This is an optimization exercise on Yosys and OpenROAD, whose aim is small area, a short achievable clock period and few clock cycles per item, not a production implementation. Function was checked by simulation only, so behaviour that the tests miss may differ from the original. Power and IR drop assume default switching activity.

Setup of oak:
==> flow/design.v <==
module gf_addsub_lanes #(
    parameter int               WIDTH   = 32,
    parameter logic [WIDTH-1:0] MODULUS = 32'hec940e71,
    parameter int               LANES   = 4
) (
    input  logic                     i_clk,
    input  logic                     i_rst,
    input  logic                     i_valid,
    output logic                     o_ready,
    input  logic [1:0]               i_op,
    input  logic [LANES*WIDTH-1:0]   i_a,
    input  logic [LANES*WIDTH-1:0]   i_b,
    output logic                     o_valid,
    input  logic                     i_ready,
    output logic [LANES*WIDTH-1:0]   o_out,
    output logic [LANES-1:0]         o_err
);
    localparam int PREFIX = 0;
    localparam int LOGW   = 5;   
    logic [LANES*WIDTH-1:0] out_c;
    logic [LANES-1:0]       err_c;
    assign o_ready = ~o_valid | i_ready;
    always_ff @(posedge i_clk) begin
        if (i_rst) begin
            o_valid <= 1'b0;
        end else if (o_ready) begin
            o_valid <= i_valid;
        end
    end
    always_ff @(posedge i_clk) begin
        if (o_ready) begin
            o_out <= out_c;
            o_err <= err_c;
        end
    end
    function automatic logic [WIDTH:0] carries(input logic [WIDTH-1:0] g,
                                               input logic [WIDTH-1:0] p,
                                               input logic             cin);
        logic [WIDTH-1:0] gg, pp, gn, pn;
        gg    = g;
        pp    = p;
        gg[0] = g[0] | (p[0] & cin);
        if (PREFIX == 0) begin
            for (int l = 0; l < LOGW; l++) begin
                gn = gg;
                pn = pp;
                for (int i = 0; i < WIDTH; i++) begin
                    if ((i >> l) & 1) begin
                        gn[i] = gg[i] | (pp[i] & gg[((i >> l) << l) - 1]);
                        pn[i] = pp[i] & pp[((i >> l) << l) - 1];
                    end
                end
                gg = gn;
                pp = pn;
            end
        end else if (PREFIX == 1) begin
            for (int l = 0; l < LOGW; l++) begin
                for (int i = 0; i < WIDTH; i++) begin
                    if (((i + 1) % (2 << l)) == 0) begin
                        gg[i] = gg[i] | (pp[i] & gg[i - (1 << l)]);
                        pp[i] = pp[i] & pp[i - (1 << l)];
                    end
                end
            end
            for (int l = LOGW - 2; l >= 0; l--) begin
                for (int i = 0; i < WIDTH; i++) begin
                    if (((i + 1) % (2 << l)) == (1 << l) && i >= (2 << l)) begin
                        gg[i] = gg[i] | (pp[i] & gg[i - (1 << l)]);
                        pp[i] = pp[i] & pp[i - (1 << l)];
                    end
                end
            end
        end else begin
            for (int l = 0; l < LOGW; l++) begin
                gn = gg;
                pn = pp;
                for (int i = 0; i < WIDTH; i++) begin
                    if (i >= (1 << l)) begin
                        gn[i] = gg[i] | (pp[i] & gg[i - (1 << l)]);
                        pn[i] = pp[i] & pp[i - (1 << l)];
                    end
                end
                gg = gn;
                pp = pn;
            end
        end
        carries = {gg, cin};
    endfunction
    logic sub_c, neg_c, pass_c;
    assign sub_c  = i_op[0] ^ i_op[1];
    assign neg_c  = i_op[1] & ~i_op[0];
    assign pass_c = i_op[1] & i_op[0];
    logic [WIDTH-1:0] kc;
    always_comb begin
        for (int i = 0; i < WIDTH; i++) kc[i] = MODULUS[i] ? sub_c : ~sub_c;
        kc[0] = 1'b1;
    end
    for (genvar k = 0; k < LANES; k++) begin : g_lane
        logic [WIDTH-1:0] a, b, x, y, yi, s, c;
        logic [WIDTH:0]   c1, c2, cs;
        logic [WIDTH-1:0] r1, r2;
        logic             pick;
        assign a = i_a[k*WIDTH +: WIDTH];
        assign b = i_b[k*WIDTH +: WIDTH];
        assign err_c[k] = (a >= MODULUS) | ((b >= MODULUS) & ~i_op[1]);
        assign x  = a & {WIDTH{~neg_c}};
        assign y  = (a & {WIDTH{neg_c}}) | (b & {WIDTH{~i_op[1]}});
        assign yi = y ^ {WIDTH{sub_c}};
        assign c1 = carries(x & yi, x ^ yi, sub_c);
        assign r1 = x ^ yi ^ c1[WIDTH-1:0];
        assign s  = x ^ yi ^ kc;
        assign c  = (x & yi) | (x & kc) | (yi & kc);
        assign cs = {c, sub_c};
        assign c2 = carries(s & cs[WIDTH-1:0], s ^ cs[WIDTH-1:0], 1'b0);
        assign r2 = s ^ cs[WIDTH-1:0] ^ c2[WIDTH-1:0];
        assign pick = sub_c ? ~c1[WIDTH] : (c[WIDTH-1] | c2[WIDTH]);
        assign out_c[k*WIDTH +: WIDTH] = pick ? r2 : r1;
    end
endmodule
==> flow/config.mk <==
export PLATFORM = sky130hd
export DESIGN_NAME = gf_addsub_lanes
export DESIGN_NICKNAME = gf_addsub_lanes
export VERILOG_FILES = /design/flow/design.v
export SDC_FILE = /design/flow/constraint.sdc
export NUM_CORES = 4
export LEC_CHECK = 0
export CAP_MARGIN = 20
export CORE_MARGIN = 2
export CORE_UTILIZATION = 40
export GPL_TIMING_DRIVEN = 0
export SETUP_SLACK_MARGIN = 0.2
export SLEW_MARGIN = 20
export TNS_END_PERCENT = 5
==> flow/constraint.sdc <==
create_clock -name core_clock -period 5.5 [get_ports {i_clk}]
set_input_delay 1.1000 -clock core_clock [delete_from_list [all_inputs] [get_ports {i_clk}]]
set_output_delay 1.1000 -clock core_clock [all_outputs]
set_load 0.01 [all_outputs]
standard.sh (not shown) runs the stock make flow with config.mk's settings and CLKGATE_MAP_FILE= SYNTH_SCRIPT=/design/flow/synth_recipe.tcl, a recipe that flattens the netlist after the stock synthesis.
==> flow/flow/run.sh <==
#!/bin/bash
# Layout flow: the standard ORFS flow (standard.sh) with these changes:
#  - the ports get plain sky130_fd_sc_hd__buf_1 buffers instead of delay cells;
#  - if flow/abc.script exists, synthesis maps the logic with that ABC script in place
#    of ORFS's speed script (everything else in the synthesis is the standard flow's own script);
#  - settings in flow/env.sh (if any) are exported before the flow runs.
# Each tool's full output goes to the ORFS logs under orfs/logs; make's own output
# goes to flow_make.log here.
set -euo pipefail
W=$(pwd)
export BUFFER_PORTS_ARGS="-buffer_cell sky130_fd_sc_hd__buf_1"
if [[ -f flow/env.sh ]]; then source flow/env.sh; fi
SYN=$W/synth_recipe.tcl
if [[ -f flow/abc.script ]]; then
  cat > $W/flow_synth.tcl <<EOT
proc abc {args} {
  set i [lsearch -exact \$args -script]
  if {\$i >= 0} { lset args [expr {\$i + 1}] $W/flow/abc.script }
  yosys abc {*}\$args
}
source $W/synth_recipe.tcl
EOT
  SYN=$W/flow_synth.tcl
fi
sed "s#SYNTH_SCRIPT=$W/synth_recipe.tcl#SYNTH_SCRIPT=$SYN#" standard.sh > flow_standard.sh
bash flow_standard.sh > flow_make.log 2>&1
Testbench counts of oak, summed over its fixed seeds: cycles 12,008, items 12,000.
Input changes introduced in pine (baseline for comparison: oak):
Settings: TNS_END_PERCENT removed (was 5).
==> flow/flow/abc.script (new file) <==
strash
dc2
dc2
dc2
dch -f
&get -n
&nf
&put
buffer -c
topo
stime -c
upsize -c
dnsize -c
==> comparison <==
- Summary across pine and oak: the single failing run is pine.
- Although it ran to completion, pine produced a layout that fails the final checks because of negative setup slack.
- oak ended up with o_out[47] as its worst setup path endpoint; pine ended up with o_out[126].
- Non-clock buffer count in pine is 44% higher than in oak
- NOTE: biggest fanout along the worst timing path in pine falls short of that of oak
- On highest attainable clock frequency, oak beats pine.
- Between pine and oak, the difference in global-route track usage on met3 is negligible.
- Total number of placement rows down 5.8% in pine wrt oak
- pine vs. oak: global-route met2 utilization went down by 1.1 points.
- oak leaves more setup margin than pine.
Setup changes, pine to birch
==> flow/flow/env.sh (new file) <==
export REMOVE_ABC_BUFFERS=1
removed: flow/flow/abc.script
==> comparison <==
Measured against each other, pine and birch differ in total global-route track usage, the lower figure coming from birch. birch completed; timing, DRC and antenna clean. In birch, the register-to-register slack came out 0.15 ns above the value in pine. Sequential power share for birch is higher than for pine. [diff] global-route wire length before repair, birch relative to pine: improvement. pine ended up with sky130_fd_sc_hd__fa_2 as its highest-delay cell along the critical path; birch ended up with sky130_fd_sc_hd__a221oi_2. Comparing pine with birch, the worst clock skew on the final layout came out essentially unchanged.
[inputs] maple vs birch
==> flow/run.sh (new file) <==
#!/bin/bash
# synth_recipe.tcl (not shown) runs the flow's synth.tcl, then flattens the netlist and writes it again
# the make line also repeats each setting of config.mk as NAME=value (left out here)
make -C /OpenROAD-flow-scripts/flow DESIGN_CONFIG=/design/flow/config.mk WORK_HOME=/design/flow/orfs CLKGATE_MAP_FILE= SYNTH_SCRIPT=/design/flow/synth_recipe.tcl finish
removed: flow/flow/run.sh
removed: flow/flow/env.sh
removed: flow/standard.sh
Notes after the runs:
From maple to birch, count of pins on the block boundary did not move at all. Between birch and maple, worst-case headroom to the max-slew limit increased. Overall track demand over capacity in global routing in maple is 5.2 points above birch. Compared with birch, in maple register share of the cell area fell by 0.76 points, actual transition at the worst max-transition pin shows a reduction of 0.22 ns. Sort birch and maple by clock period minus worst slack asc -> top: maple. Met2 track demand over resource in global routing in maple vs birch: up 6.5 points. Going from birch to maple, overall power grew by a few percent. birch has a lower cell area after layout than maple. Portion of total power attributed to combinational logic, birch and maple, lower one = birch.

what the ideal ports hide:
The flow's constraints put no driver on any port. The routed layouts listed below were extracted and timed again, unchanged, in two steps. Step 1: set_driving_cell puts a clkbuf_16 on i_clk and a buf_2 on each other input, an assumption about the parent block. Step 2 adds t to the input delays and takes it off the output delays; t is the mean of the earliest and latest rising clock arrival at the registers after step 1. Input paths then give back, and output paths get back, about the clock's delay inside the block. Slacks: no drivers / after step 1 / after step 2; pairs: no drivers / after step 1.
run | t (ns) | setup slack, ns | worst hold slack (ns) | latest minus earliest clock arrival (ns)
oak | 0.574 | 0.180 / 0.160 / -0.414 | 0.742 / 0.701 / 0.992 | 0.025 / 0.025
pine | 0.557 | -3.478 / -3.482 / -4.039 | 0.759 / 0.722 / 1.105 | 0.014 / 0.013
birch | 0.560 | 0.208 / 0.222 / -0.338 | 0.779 / 0.746 / 0.797 | 0.018 / 0.019
maple | 0.567 | 0.267 / 0.298 / -0.268 | 1.045 / 1.045 / 1.045 | 0.025 / 0.025
With both steps, setup timing fails in oak, birch and maple, where it was met with ideal ports. The setup slack of oak, which loses most, moves by -0.020 ns with the drivers and by -0.594 ns with both steps.
